Background: an optimization exercise with open tools, aiming at small area. Do not read the settings as production practice. Function was checked by simulation only, so behaviour that the tests miss may differ from the original.

// mdc_top
module mdc_top (
    input  logic         clk,
    input  logic         rst_n,
    input  logic         in_valid,
    input  logic [14:0]  in_data,
    input  logic [8:0]   in_mode,
    output logic         out_valid,
    output logic [206:0] out_data
);
    logic [3:0]  syn15, syn9;
    logic [14:0] fix15;
    logic [8:0]  fix9;
    logic [10:0] din;
    logic [4:0]  mdec;
    always_comb begin
        syn15 = '0;
        for (int p = 1; p <= 15; p++) if (in_data[15-p]) syn15 = syn15 ^ 4'(p);
        fix15 = in_data;
        for (int p = 1; p <= 15; p++) if (syn15 == 4'(p)) fix15[15-p] = ~in_data[15-p];
        din = {fix15[12], fix15[10:8], fix15[6:0]};
        syn9 = '0;
        for (int p = 1; p <= 9; p++) if (in_mode[9-p]) syn9 = syn9 ^ 4'(p);
        fix9 = in_mode;
        for (int p = 1; p <= 9; p++) if (syn9 == 4'(p)) fix9[9-p] = ~in_mode[9-p];
        mdec = {fix9[6], fix9[4:2], fix9[0]};
    end
    logic       busy;
    logic [4:0] c;
    logic       sel3;
    always_ff @(posedge clk or negedge rst_n) begin
        if (!rst_n) begin
            busy <= 1'b0; out_valid <= 1'b0;
        end else begin
            out_valid <= busy && (c == 5'd30);
            if (!busy) begin
                if (in_valid) busy <= 1'b1;
            end else begin
                if (c == 5'd30) busy <= 1'b0;
            end
        end
    end
    always_ff @(posedge clk) begin
        c <= busy ? c + 5'd1 : 5'd1;
    end
    always_ff @(posedge clk) begin
        if (!busy && in_valid) sel3 <= (mdec == 5'b00110);
    end
    logic [10:0] ln [0:11];
    always_ff @(posedge clk) begin
        ln[0] <= in_valid ? din : ln[11];
        for (int i = 1; i < 12; i++) ln[i] <= ln[i-1];
    end
    logic [206:0] F;   
    logic signed [10:0] a1, a2, b1, b2;
    logic wr2, big, accen, h3w;
    logic [2:0] mrwe;
    logic [1:0] mrsel;
    always_comb begin
        a1 = ln[0]; a2 = ln[0]; b1 = ln[0]; b2 = ln[0];
        wr2 = 1'b0; big = 1'b0; accen = 1'b0; h3w = 1'b0; a1z = 1'b0; mrwe = '0; mrsel = 2'd0;
        if (sel3) begin big = 1'b1; accen = 1'b1; a1z = 1'b1; h3w = 1'b1; end
  ...
export LEC_CHECK = 0
export ABC_AREA = 1
export CAP_MARGIN = 20
export CORE_MARGIN = 2
export CORE_UTILIZATION = 65
export CTS_BUF_LIST = sky130_fd_sc_hd__clkbuf_8
export CTS_CLUSTER_DIAMETER = 80
export CTS_CLUSTER_SIZE = 15
export SETUP_SLACK_MARGIN = 1.0
export SLEW_MARGIN = 20
export SYNTH_HIERARCHICAL = 1
export SYNTH_MINIMUM_KEEP_SIZE = 0
create_clock -name core_clock -period 25.0 [get_ports {clk}]
standard.sh (not shown) runs the stock make flow with config.mk's settings and CLKGATE_MAP_FILE= SYNTH_SCRIPT=/design/flow/synth_recipe.tcl, a recipe that flattens the netlist after the stock synthesis.
==> flow/flow/run.sh <==
#!/bin/bash
set -euo pipefail
bash standard.sh "BUFFER_PORTS_ARGS=-buffer_cell sky130_fd_sc_hd__buf_1" finish > standard_flow.log 2>&1
The starting point produced a clean layout.
Next try:
==> flow/flow/run.sh (replaced) <==
#!/bin/bash
# Own flow = the standard flow (standard.sh) with these changes:
#  2. the floorplan step only removes the synthesis buffers (REMOVE_ABC_BUFFERS=1) instead of
#     running a timing repair on unplaced, unrouted estimates (later steps still repair timing);
#  3. the port buffers use the smallest buffer cell instead of the default delay buffer.
# Every tool's output goes to a log file in this folder.
set -euo pipefail
rm -rf abcscripts
cp -r "$FLOW_HOME/scripts" abcscripts
cp flow/abc_area.script abcscripts/abc_area.script
bash standard.sh "SCRIPTS_DIR=$PWD/abcscripts" synth > synth.log 2>&1
bash standard.sh REMOVE_ABC_BUFFERS=1 "BUFFER_PORTS_ARGS=-buffer_cell sky130_fd_sc_hd__buf_1" finish > layout.log 2>&1
==> flow/flow/abc_area.script (new file) <==
strash
dch -f
amap -m -F 50 -A 50 -C 200
topo
stime -c
The changed run finished with timing, DRC and antenna clean.
Clock skew is lower by 40 ps.
Count of clock-buffer cells in the layout is higher by 4.
Critical path depth is lower by 7.
Setup slack degrades by 1000 ps.
Non-clock buffer count is higher by 19.
Worst hold slack improves by 32 ps.
Routed wire length is lower by 16%.
Next try:
==> flow/flow/run.sh (replaced) <==
#!/bin/bash
set -euo pipefail
bash standard.sh "BUFFER_PORTS_ARGS=-buffer_cell sky130_fd_sc_hd__buf_1" finish > standard_flow.log 2>&1
Settings changed: CORE_UTILIZATION 65 to 40.
removed: flow/flow/abc_area.script
The new run went through all stages and came out clean.
Count of clock-buffer cells in the layout came out lower by 1.
Synthesized area came out higher by roughly a tenth.
Worst setup slack is better by 950 ps.


Another version of the RTL of mdc_top (not shown whole).
Size in the first run: about 240 I/O pins, ~20000 sq um of cells after synthesis.
// mdc_top
module mdc_top (
    input  logic         clk,
    input  logic         rst_n,
    input  logic         in_valid,
    input  logic [14:0]  in_data,
    input  logic [8:0]   in_mode,
    output logic         out_valid,
    output logic [206:0] out_data
);
    logic [3:0]  syn15, syn9;
    logic [14:0] fix15;
    logic [8:0]  fix9;
    logic [10:0] din;
    logic [4:0]  mdec;
    always_comb begin
        syn15 = '0;
        for (int p = 1; p <= 15; p++) if (in_data[15-p]) syn15 = syn15 ^ 4'(p);
        fix15 = in_data;
        for (int p = 1; p <= 15; p++) if (syn15 == 4'(p)) fix15[15-p] = ~in_data[15-p];
        din = {fix15[12], fix15[10:8], fix15[6:0]};
        syn9 = '0;
        for (int p = 1; p <= 9; p++) if (in_mode[9-p]) syn9 = syn9 ^ 4'(p);
        fix9 = in_mode;
        for (int p = 1; p <= 9; p++) if (syn9 == 4'(p)) fix9[9-p] = ~in_mode[9-p];
        mdec = {fix9[6], fix9[4:2], fix9[0]};
    end
    logic       busy;
    logic [4:0] c;
    logic       sel3;
    always_ff @(posedge clk or negedge rst_n) begin
  ...
clock: 25.0 ns
lec_check: 0
abc_area: 1
cap_margin: 20
core_margin: 2
core_utilization: 65
cts_buf_list: sky130_fd_sc_hd__clkbuf_8
cts_cluster_diameter: 60
cts_cluster_size: 16
setup_slack_margin: 1.0
slew_margin: 20
synth_hierarchical: 1
synth_minimum_keep_size: 0
==> flow/flow/run.sh <==
#!/bin/bash
# Own flow = the standard flow (standard.sh) with these changes:
#  2. the floorplan step only removes the synthesis buffers (REMOVE_ABC_BUFFERS=1) instead of
#     running a timing repair on unplaced, unrouted estimates (later steps still repair timing);
#  3. the port buffers use the smallest buffer cell instead of the default delay buffer.
# Every tool's output goes to a log file in this folder.
set -euo pipefail
rm -rf abcscripts
cp -r "$FLOW_HOME/scripts" abcscripts
cp flow/abc_area.script abcscripts/abc_area.script
bash standard.sh "SCRIPTS_DIR=$PWD/abcscripts" synth > synth.log 2>&1
bash standard.sh REMOVE_ABC_BUFFERS=1 "BUFFER_PORTS_ARGS=-buffer_cell sky130_fd_sc_hd__buf_1" finish > layout.log 2>&1
==> flow/flow/abc_area.script <==
strash
dch -f
amap -m -F 50 -A 50 -C 200
topo
stime -c
Rerun with:
--- a/flow/config.mk
+++ b/flow/config.mk
@@ -12,4 +12,5 @@
 export CTS_BUF_LIST = sky130_fd_sc_hd__clkbuf_8
-export CTS_CLUSTER_DIAMETER = 60
+export CTS_CLUSTER_DIAMETER = 70
 export CTS_CLUSTER_SIZE = 16
+export GPL_TIMING_DRIVEN = 0
 export SETUP_SLACK_MARGIN = 1.0
Outcome: Utilization rose by 0.42 points; global-route usage decreases by 0.38 points; setup slack loses 0.92 ns; die area stays the same; via count barely changes; synthesized area stays the same; fmax drops by a few percent; clock-buffer cell count shrinks by 6.
Rerun with:
--- a/flow/config.mk
+++ b/flow/config.mk
@@ -11,6 +11,5 @@
 export CORE_UTILIZATION = 65
-export CTS_BUF_LIST = sky130_fd_sc_hd__clkbuf_8
-export CTS_CLUSTER_DIAMETER = 70
-export CTS_CLUSTER_SIZE = 16
-export GPL_TIMING_DRIVEN = 0
+export CTS_BUF_LIST = sky130_fd_sc_hd__clkbuf_4 sky130_fd_sc_hd__clkbuf_8
+export CTS_CLUSTER_DIAMETER = 80
+export CTS_CLUSTER_SIZE = 15
 export SETUP_SLACK_MARGIN = 1.0
The changed run passed the timing, design-rule and antenna checks. Clock-buffer cell count rose by 6. Global-route usage climbs by 0.63 points. Design area fell by 1.1%. Core utilization goes down by 0.80 points. Die area does not change. Area after synthesis stays the same. Maximum frequency increases by 4.4%. Sequential share of layout area is higher by 0.39 points. Routed wire length goes up by 1.5%.
Rerun with:
--- a/flow/config.mk
+++ b/flow/config.mk
@@ -11,5 +11,5 @@
 export CORE_UTILIZATION = 65
-export CTS_BUF_LIST = sky130_fd_sc_hd__clkbuf_4 sky130_fd_sc_hd__clkbuf_8
-export CTS_CLUSTER_DIAMETER = 80
-export CTS_CLUSTER_SIZE = 15
+export CTS_BUF_LIST = sky130_fd_sc_hd__clkbuf_16
+export CTS_CLUSTER_DIAMETER = 70
+export CTS_CLUSTER_SIZE = 24
 export SETUP_SLACK_MARGIN = 1.0
The changed run finished with timing, DRC and antenna clean.
Die area stays the same.
Cell area went up by about 0.9%.
Routed wire length came out lower by about 0.35%.
Register-to-register slack is better by 0.05 ns.


== oak ==
mdc_top with an RTL version that a note above also has.
// mdc_top
module mdc_top (
    input  logic         clk,
    input  logic         rst_n,
    input  logic         in_valid,
    input  logic [14:0]  in_data,
    input  logic [8:0]   in_mode,
    output logic         out_valid,
    output logic [206:0] out_data
);
Settings: LEC_CHECK=0, ABC_AREA=1, CAP_MARGIN=20, CORE_MARGIN=2, CORE_UTILIZATION=65, CTS_BUF_LIST=sky130_fd_sc_hd__clkbuf_8, CTS_CLUSTER_DIAMETER=80, CTS_CLUSTER_SIZE=15, SETUP_SLACK_MARGIN=1.0, SLEW_MARGIN=20, SYNTH_HIERARCHICAL=1, SYNTH_MINIMUM_KEEP_SIZE=0; clock period 25.0 ns.
==> flow/flow/run.sh <==
#!/bin/bash
set -euo pipefail
rm -rf abcscripts
cp -r "$FLOW_HOME/scripts" abcscripts
cp flow/abc_area.script abcscripts/abc_area.script
bash standard.sh "SCRIPTS_DIR=$PWD/abcscripts" synth > synth.log 2>&1
bash standard.sh "BUFFER_PORTS_ARGS=-buffer_cell sky130_fd_sc_hd__buf_1" finish > layout.log 2>&1
==> flow/flow/abc_area.script <==
strash
dch
amap -m -F 30 -A 30
topo
stime -c
oak was carried through to the last stage, and its layout satisfied the timing, design-rule and antenna checks.
### oak -> pine
- swapping 80 for 100 in CTS_CLUSTER_DIAMETER
- swapping 65 for 40 in CORE_UTILIZATION
- swapping 15 for 20 in CTS_CLUSTER_SIZE
- swapping sky130_fd_sc_hd__clkbuf_8 for sky130_fd_sc_hd__clkbuf_16 in CTS_BUF_LIST
==> flow/flow/run.sh <==
#!/bin/bash
set -euo pipefail
bash standard.sh "BUFFER_PORTS_ARGS=-buffer_cell sky130_fd_sc_hd__buf_1" finish > standard_flow.log 2>&1
removed: flow/flow/abc_area.script
==> run notes <==
Going from oak to pine, number of cells in the finished layout apart from fillers went up; worst hold-check slack closely matched the old numbers.
Higher final critical-path share of the clock period goes to oak over pine.


mdc_top with an RTL version that a note above also has.
For scale: ~1900 cells after synthesis, ~410 flip-flops, ~20000 µm² of cells after synthesis.
Settings: LEC_CHECK=0, ABC_AREA=1, CAP_MARGIN=0, CORE_MARGIN=2, CORE_UTILIZATION=65, CTS_BUF_LIST=sky130_fd_sc_hd__clkbuf_8, CTS_CLUSTER_DIAMETER=80, CTS_CLUSTER_SIZE=15, GPL_TIMING_DRIVEN=0, SETUP_SLACK_MARGIN=1.0, SLEW_MARGIN=0, SYNTH_HIERARCHICAL=1, SYNTH_MINIMUM_KEEP_SIZE=0; clock period 25.0 ns.
==> flow/flow/run.sh <==
#!/bin/bash
# Own flow = the standard flow (standard.sh) with these changes:
#  2. the floorplan step only removes the synthesis buffers (REMOVE_ABC_BUFFERS=1) instead of
#     running a timing repair on unplaced, unrouted estimates (later steps still repair timing);
#  3. the port buffers use the smallest buffer cell instead of the default delay buffer.
# Every tool's output goes to a log file in this folder.
set -euo pipefail
rm -rf abcscripts
cp -r "$FLOW_HOME/scripts" abcscripts
cp flow/abc_area.script abcscripts/abc_area.script
bash standard.sh "SCRIPTS_DIR=$PWD/abcscripts" synth > synth.log 2>&1
bash standard.sh REMOVE_ABC_BUFFERS=1 "BUFFER_PORTS_ARGS=-buffer_cell sky130_fd_sc_hd__buf_1" finish > layout.log 2>&1
==> flow/flow/abc_area.script <==
strash
dch -f
amap -m -F 50 -A 50 -C 200
topo
stime -c
The baseline passed the timing, design-rule and antenna checks.
Change:
CORE_UTILIZATION = 75   (was 65)
- The changed run produced a layout that fails on capacitance limit, slew limit
- die area shrinks by 13%
- cell count shrinks by 2.3%
- setup slack loses 0.34 ns


## old
mdc_top again, from the RTL that the note above started with.
export LEC_CHECK = 0
export ABC_AREA = 1
export CAP_MARGIN = 20
export CORE_MARGIN = 2
export CORE_UTILIZATION = 65
export CTS_BUF_LIST = sky130_fd_sc_hd__clkbuf_8
export CTS_CLUSTER_DIAMETER = 80
export CTS_CLUSTER_SIZE = 15
export SETUP_SLACK_MARGIN = 1.0
export SLEW_MARGIN = 20
export SYNTH_HIERARCHICAL = 1
export SYNTH_MINIMUM_KEEP_SIZE = 0
create_clock -name core_clock -period 25.0 [get_ports {clk}]
Scripts as last shown in full above: flow/flow/run.sh, flow/flow/abc_area.script
old: flow completed, timing, DRC and antenna clean
Inputs modified between old and new:
Settings: CTS_CLUSTER_SIZE now 16, was 15; CTS_CLUSTER_DIAMETER now 70, was 80.
Results
Summary of new over old: final area essentially unchanged; highest cell delay on the worst timing path did not really move; clock-buffer cell count lost 4; final critical-path required period moved up.

port drivers added, routing unchanged:
How much do the figures lean on ideal ports? The routed layouts below were timed once more, with nothing changed but the port constraints. Step 1: set_driving_cell puts a clkbuf_16 on clk and a buf_2 on each other input, an assumption about the parent block. Step 2 moves the port delays by t, midway between the first and last clock arrival at a register: inputs arrive t later, outputs are due t later. That takes back most of the time a late clock gives input paths. a / b / c = ideal / step 1 / step 2; a / b = the first two.
run | shift t [ns] | slack for setup (ns) | worst slew at a driven data input, ns
the first run of note 1 | 0.696 | 4.795 / 4.795 / 4.795 | 0.04
the second run of note 1 | 0.607 | 3.768 / 3.768 / 3.768 | 0.03
the third run of note 1 | 0.672 | 4.715 / 4.715 / 4.715 | 0.04
the first run of note 2 | 0.605 | 3.396 / 3.396 / 3.396 | 0.03
the second run of note 2 | 0.687 | 2.475 / 2.475 / 2.475 | 0.03
the third run of note 2 | 0.614 | 3.419 / 3.419 / 3.419 | 0.03
the fourth run of note 2 | 0.599 | 3.466 / 3.466 / 3.466 | 0.03
oak | 0.619 | 4.638 / 4.638 / 4.638 | 0.03
pine | 0.620 | 4.778 / 4.778 / 4.778 | 0.04
the first run of note 4 | 0.680 | 2.176 / 2.176 / 2.176 | 0.03
the second run of note 4 | 0.652 | 1.836 / 1.836 / 1.836 | 0.03
old | 0.615 | 3.421 / 3.421 / 3.421 | 0.03
new | 0.679 | 3.342 / 3.342 / 3.342 | 0.03
